Source: an optimization exercise on an open RTL-to-GDS flow (aim: small area and a short achievable clock period). Production flows keep margins and buffers that such runs may drop. Function was checked by simulation only, so behaviour that the tests miss may differ from the original. No activity file was given, so power comes from the tool's default toggle rates.

== rev 12 ==
Design pipelined_datapath, start of the top module:
module pipelined_datapath #(
   parameter int WIDTH    = datapath_pkg::DP_WIDTH,
   parameter int D_ADDR_W = datapath_pkg::DP_D_ADDR_W,
   parameter int R_ADDR_W = datapath_pkg::DP_R_ADDR_W,
   parameter bit FORWARD  = 1'b1
) (
   input  logic                clk,
   input  logic                rst_n,
   input  logic                in_valid,
   output logic                in_ready,
   input  logic [D_ADDR_W-1:0] D_addr,
   input  logic                D_wr,
   input  logic                RF_s,
   input  logic                RF_W_en,
   input  logic [R_ADDR_W-1:0] RF_W_addr,
   input  logic [R_ADDR_W-1:0] RF_A_addr,
   input  logic [R_ADDR_W-1:0] RF_B_addr,
   input  logic [3:0]          ALU_sel,
   output logic [WIDTH-1:0]    ALU_A,
   output logic [WIDTH-1:0]    ALU_B,
   output logic [WIDTH-1:0]    ALU_Out,
   output logic                wb_valid,
   output logic [R_ADDR_W-1:0] wb_addr,
   output logic [WIDTH-1:0]    wb_data
);
For scale: about 15,000 cells after synthesis, ~100 I/O pins, roughly 0.16 mm2 of cells after synthesis.
==> flow/config.mk <==
export PLATFORM = sky130hd
export DESIGN_NAME = pipelined_datapath
export DESIGN_NICKNAME = pipelined_datapath
export VERILOG_FILES = /design/flow/design.v
export SDC_FILE = /design/flow/constraint.sdc
export NUM_CORES = 4
export LEC_CHECK = 0
export CAP_MARGIN = 20
export CORE_MARGIN = 2
export CORE_UTILIZATION = 55
export CTS_CLUSTER_DIAMETER = 120
export CTS_CLUSTER_SIZE = 24
export SETUP_SLACK_MARGIN = 3.9
export SLEW_MARGIN = 20
==> flow/constraint.sdc <==
create_clock -name core_clock -period 8.0 [get_ports {clk}]
set_input_delay 1.6000 -clock core_clock [delete_from_list [all_inputs] [get_ports {clk}]]
set_output_delay 1.6000 -clock core_clock [all_outputs]
set_load 0.01 [all_outputs]
standard.sh (not shown) runs the stock make flow with config.mk's settings and CLKGATE_MAP_FILE= SYNTH_SCRIPT=/design/flow/synth_recipe.tcl, a recipe that flattens the netlist after the stock synthesis.
==> flow/flow/run.sh <==
#!/bin/bash
# The standard ORFS layout (the standard.sh), with clock tree synthesis
# run without dummy loads. Make's full output goes to flow_make.log here.
set -euo pipefail
bash standard.sh \
  "CTS_ARGS=-sink_clustering_enable -repair_clock_nets -dont_use_dummy_load -sink_clustering_size 24 -sink_clustering_max_diameter 120" \
  finish > flow_make.log 2>&1
Changes in rev 13 relative to rev 12:
--- a/flow/design.v
+++ b/flow/design.v
@@ -49,17 +49,16 @@
    output logic [WIDTH-1:0]    wb_data
 );
    localparam int NW = 2**D_ADDR_W;    
    localparam int NR = 2**R_ADDR_W;    
    logic par;
    always_ff @(posedge clk) par <= ~par;
    logic [WIDTH-1:0]    ex_a, ex_b, ex_alu;
-   logic [WIDTH-1:0]    ex_xp;                 
-   logic [WIDTH-2:0]    ex_xg;                 
-   logic [WIDTH-2:4]    ex_xP;                 
+   logic [8:0]          ex_res_lo;             
+   logic [6:0]          ex_xp, ex_xg, ex_xP, ex_xgl;   
    logic                ex_fwd, ex_ldw, ex_wr, ex_nwr;
    logic [R_ADDR_W-1:0] ex_waddr, ld_waddr_n;
    logic [15:0]         rs_hi, rs_lo;          
    logic [D_ADDR_W-1:0] ex_daddr, ex_daddr_n;
    logic                wb_valid_q, wb_nvalid_q;
    logic [R_ADDR_W-1:0] wb_addr_q, wb_addr_n_q;
    logic [WIDTH-1:0]    wb_data_q;
@@ -87,16 +86,16 @@
       .rd_addr(RF_A_addr), .ex_waddr(ex_waddr), .ex_fwd(ex_fwd), .ex_ldw(ex_ldw),
       .wb_addr(wb_addr_q), .wb_valid(wb_valid_q),
       .ex_hit(exa_hit), .ld_hit(lda_hit), .wb_hit(wba_hit));
    dp_hazard_unit u_haz_b (
       .rd_addr(RF_B_addr), .ex_waddr(ex_waddr), .ex_fwd(ex_fwd), .ex_ldw(ex_ldw),
       .wb_addr(wb_addr_q), .wb_valid(wb_valid_q),
       .ex_hit(exb_hit), .ld_hit(ldb_hit), .wb_hit(wbb_hit));
-   assign in_ready = ~(ex_ldw & ((~ld_waddr_n == RF_A_addr) | (~ld_waddr_n == RF_B_addr)));
-   assign stall    = lda_hit | ldb_hit;
+   assign stall    = ex_ldw & ((~ld_waddr_n == RF_A_addr) | (~ld_waddr_n == RF_B_addr));
+   assign in_ready = ~stall;
    assign take     = in_valid & ~stall;
    assign rf_a = {WIDTH{rf_v[RF_A_addr]}} & rf_y[RF_A_addr*WIDTH +: WIDTH];
    assign rf_b = {WIDTH{rf_v[RF_B_addr]}} & rf_y[RF_B_addr*WIDTH +: WIDTH];
    always_comb begin
       if (exa_hit)      fwd_a = ex_alu;
       else if (wba_hit) fwd_a = wb_data_q;
       else              fwd_a = rf_a;
@@ -137,56 +136,50 @@
    end
    assign g0 = fwd_a & bop;
    assign p0 = fwd_a ^ bop;
    always_comb begin
       gl[0] = g0;
       pl[0] = p0;
       gl[0][0] = g0[0] | (p0[0] & d_cin);
-      for (int l = 1; l < 3; l++) begin
+      for (int l = 1; l < 4; l++) begin
          for (int i = 0; i < WIDTH; i++) begin
             if (i >= (1 << (l-1))) begin
                gl[l][i] = gl[l-1][i] | (pl[l-1][i] & gl[l-1][i - (1 << (l-1))]);
                pl[l][i] = pl[l-1][i] & pl[l-1][i - (1 << (l-1))];
             end else begin
                gl[l][i] = gl[l-1][i];
                pl[l][i] = pl[l-1][i];
             end
          end
       end
-      sum    = p0;
-      sum[0] = p0[0] ^ d_cin;    
+      sum[0] = p0[0] ^ d_cin;
+      for (int i = 1; i < WIDTH; i++) sum[i] = p0[i] ^ gl[3][i-1];   
    end
    always_comb begin
       for (int i = 0; i < WIDTH; i++)
          lut_r[i] = d_lut[{fwd_a[i], fwd_b[i]}];
    end
    assign oth = lut_r
               | ({WIDTH{d_shl}} & {fwd_a[WIDTH-2:0], 1'b0})
               | ({WIDTH{d_shr}} & {1'b0, fwd_a[WIDTH-1:1]});
    always_ff @(posedge clk or negedge rst_n) begin
       if (!rst_n) begin
-         ex_xp <= '0;
-         ex_xg <= '0;
+         ex_res_lo <= '0;
+         ex_xp     <= '0;
+         ex_xg     <= '0;
+         ex_xgl    <= '0;
       end else begin
-         ex_xp <= !take ? '0 : d_add ? sum : oth;
-         ex_xg <= (take & d_add) ? gl[2][WIDTH-2:0] : '0;
-      end
-   end
-   always_ff @(posedge clk) ex_xP <= pl[2][WIDTH-2:4];
-   logic [WIDTH-2:0] g3, g4;
-   logic [WIDTH-2:8] p3;
-   always_comb begin
-      for (int i = 0; i < WIDTH-1; i++)
-         g3[i] = (i >= 4) ? (ex_xg[i] | (ex_xP[i] & ex_xg[i-4])) : ex_xg[i];
-      for (int i = 8; i < WIDTH-1; i++)
-         p3[i] = ex_xP[i] & ex_xP[i-4];
-      for (int i = 0; i < WIDTH-1; i++)
-         g4[i] = (i >= 8) ? (g3[i] | (p3[i] & g3[i-8])) : g3[i];
-   end
-   assign ex_alu = ex_xp ^ {g4, 1'b0};
+         ex_res_lo <= !take ? '0 : d_add ? sum[8:0] : oth[8:0];
+         ex_xp     <= !take ? '0 : d_add ? p0[15:9] : oth[15:9];
+         ex_xg     <= (take & d_add) ? gl[3][14:8] : '0;
+         ex_xgl    <= (take & d_add) ? gl[3][6:0]  : '0;
+      end
+   end
+   always_ff @(posedge clk) ex_xP <= pl[3][14:8];
+   assign ex_alu = {ex_xp ^ (ex_xg | (ex_xP & ex_xgl)), ex_res_lo};
    always_ff @(posedge clk or negedge rst_n) begin
       if (!rst_n) begin
          ex_a   <= '0;
          ex_b   <= '0;
          ex_fwd <= 1'b0;
          ex_ldw <= 1'b0;
          ex_wr  <= 1'b0;
[summary]
The final layouts of rev 12 and rev 13 pass the timing, design-rule and antenna checks. Rev 12 -> rev 13: overall power of the completed layout decreased slightly. The fraction of the yosys area taken by sequential cells on rev 13 is in line with that on rev 12. The slew at the pin with the worst max-slew slack of rev 13 exceeds that of rev 12 by 60 ps. Compared with rev 12, total area of multi-input combinational cells in rev 13 decreased slightly. Changes observed in rev 13 relative to rev 12: via count of the routed design decreased by 1,038 relative to the old numbers, timing-limited maximum frequency increased about 1%, routed wire length per instance was more or less identical, setup slack has increased, global-route wire length before repair has decreased. ~same async set-reset flop share out of synthesis in rev 12 and rev 13. Rev 13 ended up with a lower final instance count without filler cells than rev 12 did. Between rev 12 and rev 13, the flip-flop and latch count figures differ only marginally. Comparing rev 12 with rev 13, the layout cell share with drive strength beyond 1 came out essentially unchanged.

[re-timing with driven ports]
The results above use ideal ports. As a check the final layouts listed here were re-extracted and re-timed, cells and wires unchanged.
Step 1 assumes that a clkbuf_16 drives the clock port and a buf_2 every other input.
Step 2 also shifts input and output timing later by t, the mid clock arrival at the registers, as if the neighbouring blocks saw the same clock.
Three values: ideal, step 1, step 2; two values: the first two.
run	shift t [ns]	setup slack, ns	worst setup path after step 2
rev 12	1.048	3.554 / 3.554 / 2.817	input to register
rev 13	1.031	3.600 / 3.518 / 2.486	input to register
After both steps setup and hold are still met in every run listed. The setup slack of rev 13, which loses most, moves by -0.082 ns with the drivers and by -1.114 ns with both steps.
